Background: an optimization exercise with open tools, aiming at small area and a short achievable clock period. Do not read the settings as production practice. In this exercise RTL edits were held to simulation tests only and were not proved equivalent to the original. No activity file was given, so power comes from the tool's default toggle rates.

==> 06-12: inputs <==
==> flow/design.v (excerpt) <==
module camCacheTop (
    input  logic                CLK,
    input  logic                rst,
    input  logic                enable,
    input  cacheCmdPkg::cmdT    cmd,
    input  cacheGeomPkg::indexT writeIndex,
    input  cacheGeomPkg::tagT   tag,
    input  cacheGeomPkg::lineT  writeLine,
    output logic                hit,
    output cacheGeomPkg::lineT  line
);
==> module tagCam, before the edit <==
module tagCam (
    input  logic                    CLK,
    input  logic                    rst,
    input  logic                    enable,
    input  cacheCmdPkg::cmdT        cmd,
    input  cacheGeomPkg::indexT     writeIndex,
    input  cacheGeomPkg::tagT       tag,
    output cacheGeomPkg::entryMaskT writeSel,
    output cacheGeomPkg::entryMaskT matchVec
);
    cacheGeomPkg::entryMaskT validVec;
    logic      writeEn;
    assign writeEn = enable && (cmd == cacheCmdPkg::cmdWrite);
    always_comb begin
        writeSel = '0;
        writeSel[writeIndex] = writeEn;
    end
    always_ff @(posedge CLK) begin
        if (rst) begin
            validVec <= '0;
        end else begin
            validVec <= validVec | writeSel;
        end
    end
    for (genvar i = 0; i < cacheGeomPkg::numEntries; i++) begin : gEntry
        cacheGeomPkg::tagT tagReg;
        always_ff @(posedge CLK) begin
            if (writeSel[i]) begin
                tagReg <= tag;
            end
        end
        assign matchVec[i] = validVec[i] && (tagReg == tag);
    end
endmodule
==> module matchEncoder, before the edit <==
module matchEncoder (
    input  cacheGeomPkg::entryMaskT matchVec,
    output cacheGeomPkg::entryMaskT matchSel,
    output logic                    matchAny
);
    cacheGeomPkg::entryMaskT below;
    always_comb begin
        below[0] = 1'b0;
        for (int i = 1; i < cacheGeomPkg::numEntries; i++) begin
            below[i] = below[i-1] | matchVec[i-1];
        end
    end
    assign matchSel = matchVec & ~below;
    assign matchAny = |matchVec;
endmodule
==> module lineStore, before the edit <==
module lineStore (
    input  logic                    CLK,
    input  logic                    rst,
    input  logic                    enable,
    input  cacheCmdPkg::cmdT        cmd,
    input  cacheGeomPkg::entryMaskT writeSel,
    input  cacheGeomPkg::lineT      writeLine,
    input  cacheGeomPkg::entryMaskT matchSel,
    input  logic                    matchAny,
    output logic                    hit,
    output cacheGeomPkg::lineT      line
);
    cacheGeomPkg::lineT readLine;
    logic  writeEn;
    logic  lookupEn;
    assign writeEn  = enable && (cmd == cacheCmdPkg::cmdWrite);
    assign lookupEn = enable && (cmd == cacheCmdPkg::cmdLookup);
    cacheGeomPkg::lineT memArray [cacheGeomPkg::numEntries];
    for (genvar i = 0; i < cacheGeomPkg::numEntries; i++) begin : gLine
        always_ff @(posedge CLK) begin
            if (writeSel[i]) begin
                memArray[i] <= writeLine;
            end
        end
    end
    always_comb begin
        readLine = '0;
        for (int i = 0; i < cacheGeomPkg::numEntries; i++) begin
            readLine = readLine | (memArray[i] & {cacheGeomPkg::lineWidth{matchSel[i]}});
        end
    end
    always_ff @(posedge CLK) begin
        if (rst) begin
            hit  <= 1'b0;
            line <= '0;
        end else if (lookupEn) begin
            hit  <= matchAny;
            line <= readLine;
        end else if (writeEn) begin
            hit <= 1'b0;
        end
    end
endmodule
==> module camCacheTop, before the edit <==
module camCacheTop (
    input  logic                CLK,
    input  logic                rst,
    input  logic                enable,
    input  cacheCmdPkg::cmdT    cmd,
    input  cacheGeomPkg::indexT writeIndex,
    input  cacheGeomPkg::tagT   tag,
    input  cacheGeomPkg::lineT  writeLine,
    output logic                hit,
    output cacheGeomPkg::lineT  line
);
    cacheGeomPkg::entryMaskT writeSel;
    cacheGeomPkg::entryMaskT matchVec;
    cacheGeomPkg::entryMaskT matchSel;
    logic      matchAny;
    tagCam tagCamInst (
        .CLK        (CLK),
        .rst        (rst),
        .enable     (enable),
        .cmd        (cmd),
        .writeIndex (writeIndex),
        .tag        (tag),
        .writeSel   (writeSel),
        .matchVec   (matchVec)
    );
    matchEncoder matchEncoderInst (
        .matchVec   (matchVec),
        .matchSel   (matchSel),
        .matchAny   (matchAny)
    );
    lineStore lineStoreInst (
        .CLK        (CLK),
        .rst        (rst),
        .enable     (enable),
        .cmd        (cmd),
        .writeSel   (writeSel),
        .writeLine  (writeLine),
        .matchSel   (matchSel),
        .matchAny   (matchAny),
        .hit        (hit),
        .line       (line)
    );
endmodule
==> flow/config.mk <==
export PLATFORM = sky130hd
export DESIGN_NAME = camCacheTop
export DESIGN_NICKNAME = camCacheTop
export VERILOG_FILES = /design/flow/design.v
export SDC_FILE = /design/flow/constraint.sdc
export NUM_CORES = 8
export LEC_CHECK = 0
export CAP_MARGIN = 20
export CORE_MARGIN = 2
export CORE_UTILIZATION = 25
export PLACE_DENSITY = 0.35
export SLEW_MARGIN = 20
export SYNTH_MEMORY_MAX_BITS = 16384
==> flow/constraint.sdc <==
create_clock -name core_clock -period 10.0 [get_ports {CLK}]
set_input_delay 2.0000 -clock core_clock [delete_from_list [all_inputs] [get_ports {CLK}]]
set_output_delay 2.0000 -clock core_clock [all_outputs]
set_load 0.01 [all_outputs]
run.sh (not shown) runs the stock make flow with config.mk's settings and CLKGATE_MAP_FILE= SYNTH_SCRIPT=/design/flow/synth_recipe.tcl, a recipe that flattens the netlist after the stock synthesis.
==> inputs of 01-27, as changes to 06-12 <==
--- a/flow/design.v
+++ b/flow/design.v
@@ -6,2 +6,5 @@
     localparam int indexWidth = $clog2(numEntries);
+    localparam int groupSize = 8;
+    localparam int numGroups = numEntries / groupSize;
+    localparam int numSlices = 4;
     typedef logic [tagWidth-1:0] tagT;
@@ -10,2 +13,3 @@
     typedef logic [numEntries-1:0] entryMaskT;
+    typedef logic [numGroups-1:0] groupMaskT;
 endpackage
@@ -53,4 +57,17 @@
         end
-        assign matchVec[i] = validVec[i] && (tagReg == tag);
-    end
+        tagCompare tagCompareInst (
+            .valid  (validVec[i]),
+            .stored (tagReg),
+            .tag    (tag),
+            .match  (matchVec[i])
+        );
+    end
+endmodule
+module tagCompare (
+    input  logic              valid,
+    input  cacheGeomPkg::tagT stored,
+    input  cacheGeomPkg::tagT tag,
+    output logic              match
+);
+    assign match = valid && (stored == tag);
 endmodule
@@ -61,14 +78,20 @@
     input  cacheGeomPkg::entryMaskT matchVec,
-    output cacheGeomPkg::entryMaskT matchSel,
+    output cacheGeomPkg::entryMaskT localSel,
+    output cacheGeomPkg::groupMaskT groupAny,
     output logic                    matchAny
 );
-    cacheGeomPkg::entryMaskT below;
     always_comb begin
-        below[0] = 1'b0;
-        for (int i = 1; i < cacheGeomPkg::numEntries; i++) begin
-            below[i] = below[i-1] | matchVec[i-1];
-        end
-    end
-    assign matchSel = matchVec & ~below;
-    assign matchAny = |matchVec;
+        for (int g = 0; g < cacheGeomPkg::numGroups; g++) begin
+            logic [cacheGeomPkg::groupSize-1:0] m;
+            logic [cacheGeomPkg::groupSize-1:0] p;
+            m = matchVec[g*cacheGeomPkg::groupSize +: cacheGeomPkg::groupSize];
+            p = m;
+            for (int s = 1; s < cacheGeomPkg::groupSize; s = s * 2) begin
+                p = p | (p << s);
+            end
+            localSel[g*cacheGeomPkg::groupSize +: cacheGeomPkg::groupSize] = m & ~(p << 1);
+            groupAny[g] = |m;
+        end
+    end
+    assign matchAny = |groupAny;
 endmodule
@@ -84,3 +107,4 @@
     input  cacheGeomPkg::lineT      writeLine,
-    input  cacheGeomPkg::entryMaskT matchSel,
+    input  cacheGeomPkg::entryMaskT [cacheGeomPkg::numSlices-1:0] localSel,
+    input  cacheGeomPkg::groupMaskT [cacheGeomPkg::numSlices-1:0] groupAny,
     input  logic                    matchAny,
@@ -102,6 +126,37 @@
     end
+    localparam int levels     = $clog2(cacheGeomPkg::numGroups);
+    localparam int sliceWidth = cacheGeomPkg::lineWidth / cacheGeomPkg::numSlices;
+    typedef logic [sliceWidth-1:0] sliceT;
+    sliceT termLine  [cacheGeomPkg::groupSize];
+    sliceT nodeLine  [levels+1][cacheGeomPkg::numGroups];
+    logic  nodeAny   [levels+1][cacheGeomPkg::numGroups];
     always_comb begin
-        readLine = '0;
-        for (int i = 0; i < cacheGeomPkg::numEntries; i++) begin
-            readLine = readLine | (memArray[i] & {cacheGeomPkg::lineWidth{matchSel[i]}});
+        for (int h = 0; h < cacheGeomPkg::numSlices; h++) begin
+            for (int l = 0; l <= levels; l++) begin
+                for (int n = 0; n < cacheGeomPkg::numGroups; n++) begin
+                    nodeLine[l][n] = '0;
+                    nodeAny[l][n]  = 1'b0;
+                end
+            end
+            for (int g = 0; g < cacheGeomPkg::numGroups; g++) begin
+                for (int k = 0; k < cacheGeomPkg::groupSize; k++) begin
+                    termLine[k] = memArray[g*cacheGeomPkg::groupSize+k][h*sliceWidth +: sliceWidth]
+                        & {sliceWidth{localSel[h][g*cacheGeomPkg::groupSize+k]}};
+                end
+                for (int w = cacheGeomPkg::groupSize / 2; w >= 1; w = w / 2) begin
+                    for (int k = 0; k < w; k++) begin
+                        termLine[k] = termLine[2*k] | termLine[2*k+1];
+                    end
+                end
+                nodeLine[0][g] = termLine[0];
+                nodeAny[0][g]  = groupAny[h][g];
+            end
+            for (int l = 1; l <= levels; l++) begin
+                for (int n = 0; n < (cacheGeomPkg::numGroups >> l); n++) begin
+                    nodeLine[l][n] = nodeLine[l-1][2*n]
+                        | (nodeLine[l-1][2*n+1] & {sliceWidth{~nodeAny[l-1][2*n]}});
+                    nodeAny[l][n]  = nodeAny[l-1][2*n] | nodeAny[l-1][2*n+1];
+                end
+            end
+            readLine[h*sliceWidth +: sliceWidth] = nodeLine[levels][0];
         end
@@ -136,4 +191,5 @@
     cacheGeomPkg::entryMaskT matchVec;
-    cacheGeomPkg::entryMaskT matchSel;
-    logic      matchAny;
+    cacheGeomPkg::entryMaskT [cacheGeomPkg::numSlices-1:0] localSel;
+    cacheGeomPkg::groupMaskT [cacheGeomPkg::numSlices-1:0] groupAny;
+    logic [cacheGeomPkg::numSlices-1:0] matchAny;
     tagCam tagCamInst (
@@ -148,7 +204,10 @@
     );
-    matchEncoder matchEncoderInst (
-        .matchVec   (matchVec),
-        .matchSel   (matchSel),
-        .matchAny   (matchAny)
-    );
+    for (genvar h = 0; h < cacheGeomPkg::numSlices; h++) begin : gSlice
+        matchEncoder matchEncoderInst (
+            .matchVec   (matchVec),
+            .localSel   (localSel[h]),
+            .groupAny   (groupAny[h]),
+            .matchAny   (matchAny[h])
+        );
+    end
     lineStore lineStoreInst (
@@ -160,4 +219,5 @@
         .writeLine  (writeLine),
-        .matchSel   (matchSel),
-        .matchAny   (matchAny),
+        .localSel   (localSel),
+        .groupAny   (groupAny),
+        .matchAny   (matchAny[0]),
         .hit        (hit),
==> flow/flow/run.sh (new file) <==
#!/bin/bash
# Layout flow: the standard ORFS flow with tuned repair settings (see args.sh).
set -o pipefail
source flow/args.sh
bash standard.sh "${ARGS[@]}" finish > standard.log 2>&1
==> flow/flow/args.sh (new file) <==
ARGS=(MATCH_CELL_FOOTPRINT=0 "BUFFER_PORTS_ARGS=-buffer_cell sky130_fd_sc_hd__buf_4" SETUP_SLACK_MARGIN=7 TNS_END_PERCENT=0)
==> flow/standard.sh (new file) <==
#!/bin/bash
# synth_recipe.tcl (not shown) runs the flow's synth.tcl, then flattens the netlist and writes it again
# the make line also repeats each setting of config.mk as NAME=value (left out here)
make -C /OpenROAD-flow-scripts/flow DESIGN_CONFIG=/design/flow/config.mk WORK_HOME=/design/flow/orfs CLKGATE_MAP_FILE= SYNTH_SCRIPT=/design/flow/synth_recipe.tcl "${@:-finish}"
ABC_AREA = 1   (was default)
CAP_MARGIN = 30   (was 20)
CORE_UTILIZATION = 50   (was 25)
CTS_BUF_LIST = sky130_fd_sc_hd__clkbuf_16   (was default)
CTS_CLUSTER_DIAMETER = 60   (was default)
CTS_CLUSTER_SIZE = 24   (was default)
PLACE_DENSITY = 0.6   (was 0.35)
SETUP_SLACK_MARGIN = 5   (was default)
SLEW_MARGIN = 30   (was 20)
SYNTH_HIERARCHICAL = 1   (was default)
TNS_END_PERCENT = 5   (was default)
removed: flow/run.sh
==> inputs of 03-04, as changes to 06-12 <==
--- a/flow/design.v
+++ b/flow/design.v
@@ -6,2 +6,4 @@
     localparam int indexWidth = $clog2(numEntries);
+    localparam int groupSize = 4;
+    localparam int numGroups = numEntries / groupSize;
     typedef logic [tagWidth-1:0] tagT;
@@ -10,2 +12,3 @@
     typedef logic [numEntries-1:0] entryMaskT;
+    typedef logic [numGroups-1:0] groupMaskT;
 endpackage
@@ -61,14 +64,27 @@
     input  cacheGeomPkg::entryMaskT matchVec,
-    output cacheGeomPkg::entryMaskT matchSel,
+    output cacheGeomPkg::entryMaskT localSel,
+    output cacheGeomPkg::groupMaskT groupSel,
     output logic                    matchAny
 );
-    cacheGeomPkg::entryMaskT below;
+    cacheGeomPkg::groupMaskT groupAny;
     always_comb begin
-        below[0] = 1'b0;
-        for (int i = 1; i < cacheGeomPkg::numEntries; i++) begin
-            below[i] = below[i-1] | matchVec[i-1];
+        for (int g = 0; g < cacheGeomPkg::numGroups; g++) begin
+            logic below;
+            below = 1'b0;
+            for (int k = 0; k < cacheGeomPkg::groupSize; k++) begin
+                localSel[g*cacheGeomPkg::groupSize+k] = matchVec[g*cacheGeomPkg::groupSize+k] & ~below;
+                below = below | matchVec[g*cacheGeomPkg::groupSize+k];
+            end
+            groupAny[g] = below;
         end
     end
-    assign matchSel = matchVec & ~below;
-    assign matchAny = |matchVec;
+    always_comb begin
+        logic below;
+        below = 1'b0;
+        for (int g = 0; g < cacheGeomPkg::numGroups; g++) begin
+            groupSel[g] = groupAny[g] & ~below;
+            below = below | groupAny[g];
+        end
+    end
+    assign matchAny = |groupAny;
 endmodule
@@ -84,3 +100,4 @@
     input  cacheGeomPkg::lineT      writeLine,
-    input  cacheGeomPkg::entryMaskT matchSel,
+    input  cacheGeomPkg::entryMaskT localSel,
+    input  cacheGeomPkg::groupMaskT groupSel,
     input  logic                    matchAny,
@@ -102,6 +119,15 @@
     end
+    cacheGeomPkg::lineT groupLine [cacheGeomPkg::numGroups];
     always_comb begin
+        for (int g = 0; g < cacheGeomPkg::numGroups; g++) begin
+            groupLine[g] = '0;
+            for (int k = 0; k < cacheGeomPkg::groupSize; k++) begin
+                groupLine[g] = groupLine[g]
+                    | (memArray[g*cacheGeomPkg::groupSize+k]
+                       & {cacheGeomPkg::lineWidth{localSel[g*cacheGeomPkg::groupSize+k]}});
+            end
+        end
         readLine = '0;
-        for (int i = 0; i < cacheGeomPkg::numEntries; i++) begin
-            readLine = readLine | (memArray[i] & {cacheGeomPkg::lineWidth{matchSel[i]}});
+        for (int g = 0; g < cacheGeomPkg::numGroups; g++) begin
+            readLine = readLine | (groupLine[g] & {cacheGeomPkg::lineWidth{groupSel[g]}});
         end
@@ -136,3 +162,4 @@
     cacheGeomPkg::entryMaskT matchVec;
-    cacheGeomPkg::entryMaskT matchSel;
+    cacheGeomPkg::entryMaskT localSel;
+    cacheGeomPkg::groupMaskT groupSel;
     logic      matchAny;
@@ -150,3 +177,4 @@
         .matchVec   (matchVec),
-        .matchSel   (matchSel),
+        .localSel   (localSel),
+        .groupSel   (groupSel),
         .matchAny   (matchAny)
@@ -160,3 +188,4 @@
         .writeLine  (writeLine),
-        .matchSel   (matchSel),
+        .localSel   (localSel),
+        .groupSel   (groupSel),
         .matchAny   (matchAny),
==> flow/flow/run.sh (new file) <==
#!/bin/bash
# Layout flow: the standard ORFS flow with tuned repair settings (see args.sh).
set -o pipefail
source flow/args.sh
bash standard.sh "${ARGS[@]}" finish > standard.log 2>&1
==> flow/flow/args.sh (new file) <==
ARGS=(MATCH_CELL_FOOTPRINT=0 "BUFFER_PORTS_ARGS=-buffer_cell sky130_fd_sc_hd__buf_4")
==> flow/standard.sh (new file) <==
#!/bin/bash
# synth_recipe.tcl (not shown) runs the flow's synth.tcl, then flattens the netlist and writes it again
# the make line also repeats each setting of config.mk as NAME=value (left out here)
make -C /OpenROAD-flow-scripts/flow DESIGN_CONFIG=/design/flow/config.mk WORK_HOME=/design/flow/orfs CLKGATE_MAP_FILE= SYNTH_SCRIPT=/design/flow/synth_recipe.tcl "${@:-finish}"
CAP_MARGIN = 30   (was 20)
CORE_UTILIZATION = 50   (was 25)
CTS_BUF_LIST = sky130_fd_sc_hd__clkbuf_16   (was default)
CTS_CLUSTER_DIAMETER = 60   (was default)
CTS_CLUSTER_SIZE = 24   (was default)
PLACE_DENSITY = 0.6   (was 0.35)
SETUP_SLACK_MARGIN = 5   (was default)
SLEW_MARGIN = 30   (was 20)
SYNTH_HIERARCHICAL = 1   (was default)
TNS_END_PERCENT = 5   (was default)
removed: flow/run.sh
==> comparison table <==
Outcome: 03-04 finished clean; 06-12 finished clean; 01-27 finished clean
Number of placed instances with taps included: 03-04 28500; 06-12 38800; 01-27 41600
Chip Width: 03-04 843 µm; 06-12 1190 µm; 01-27 866 µm
Wire length on met3: 03-04 243000 µm; 06-12 116000 µm; 01-27 137000 µm
Proportion of cell area occupied by registers: 03-04 0.703; 06-12 0.671; 01-27 0.664
Worst Setup Slack post-DPL: 03-04 1.86 ns; 06-12 1.07 ns; 01-27 2.47 ns
WL per Instance: 03-04 48.5 µm; 06-12 40.1 µm; 01-27 29.2 µm
Aggregate routed wire length: 03-04 1470000 µm; 06-12 1640000 µm; 01-27 1260000 µm
Critical Path Stages: 03-04 15; 06-12 15; 01-27 11
Met2 Routed Length: 03-04 624000 µm; 06-12 757000 µm; 01-27 570000 µm
Post-synthesis share of cell area spent on xor and xnor gates: 03-04 0.0255; 06-12 0.0258; 01-27 -
First element of the critical path: 03-04 tag[12]; 06-12 tag[6]; 01-27 writeIndex[0]
Number of standard-cell rows in the floorplan: 03-04 308; 06-12 434; 01-27 316
Startpoint of the tightest hold check path: 03-04 tagCamInst.validVec[39]$_SDFF_PP0_; 06-12 tagCamInst.validVec[27]$_SDFF_PP0_; 01-27 tagCamInst.validVec[51]$_SDFF_PP0_
Internal power of the cells: 03-04 56.5 mW; 06-12 66.6 mW; 01-27 57.3 mW
Insertion delay of the later-clocked pin in the worst-skew pair: 03-04 1.21 ns; 06-12 1.30 ns; 01-27 1.21 ns
Diode count: 03-04 207; 06-12 92; 01-27 52
Number of buffers between clock root and the deepest sink: 03-04 4; 06-12 6; 01-27 4

what the ideal ports hide:
In the flow no input, the clock included, has a driving cell. The finished layouts below were timed again as built, in two steps.
Step 1 sets driving cells, clkbuf_16 on the clock port and buf_2 on the other inputs (assumed; they add their load-dependent delay and slew).
Step 2 times the ports against the registers' clock, not the clock port: input delays grow and output delays shrink by t, the midpoint of the rising clock arrivals with the driver on.
Three values: no drivers, after step 1, after step 2; two values: the first two.
run	shift t [ns]	setup slack, ns	worst register clock-pin slew, ns	worst slew at a driven data input, ns	pins driven straight from the clock port
06-12	1.417	2.388 / 2.462 / 1.044	0.07 / 0.07	0.61	1
01-27	1.324	5.781 / 5.608 / 4.284	0.10 / 0.10	0.52	1
03-04	1.302	4.684 / 4.567 / 3.265	0.10 / 0.10	0.42	1
After both steps setup and hold are still met in every run listed. The setup slack of 01-27, which loses most, moves by -0.173 ns with the drivers and by -1.497 ns with both steps.
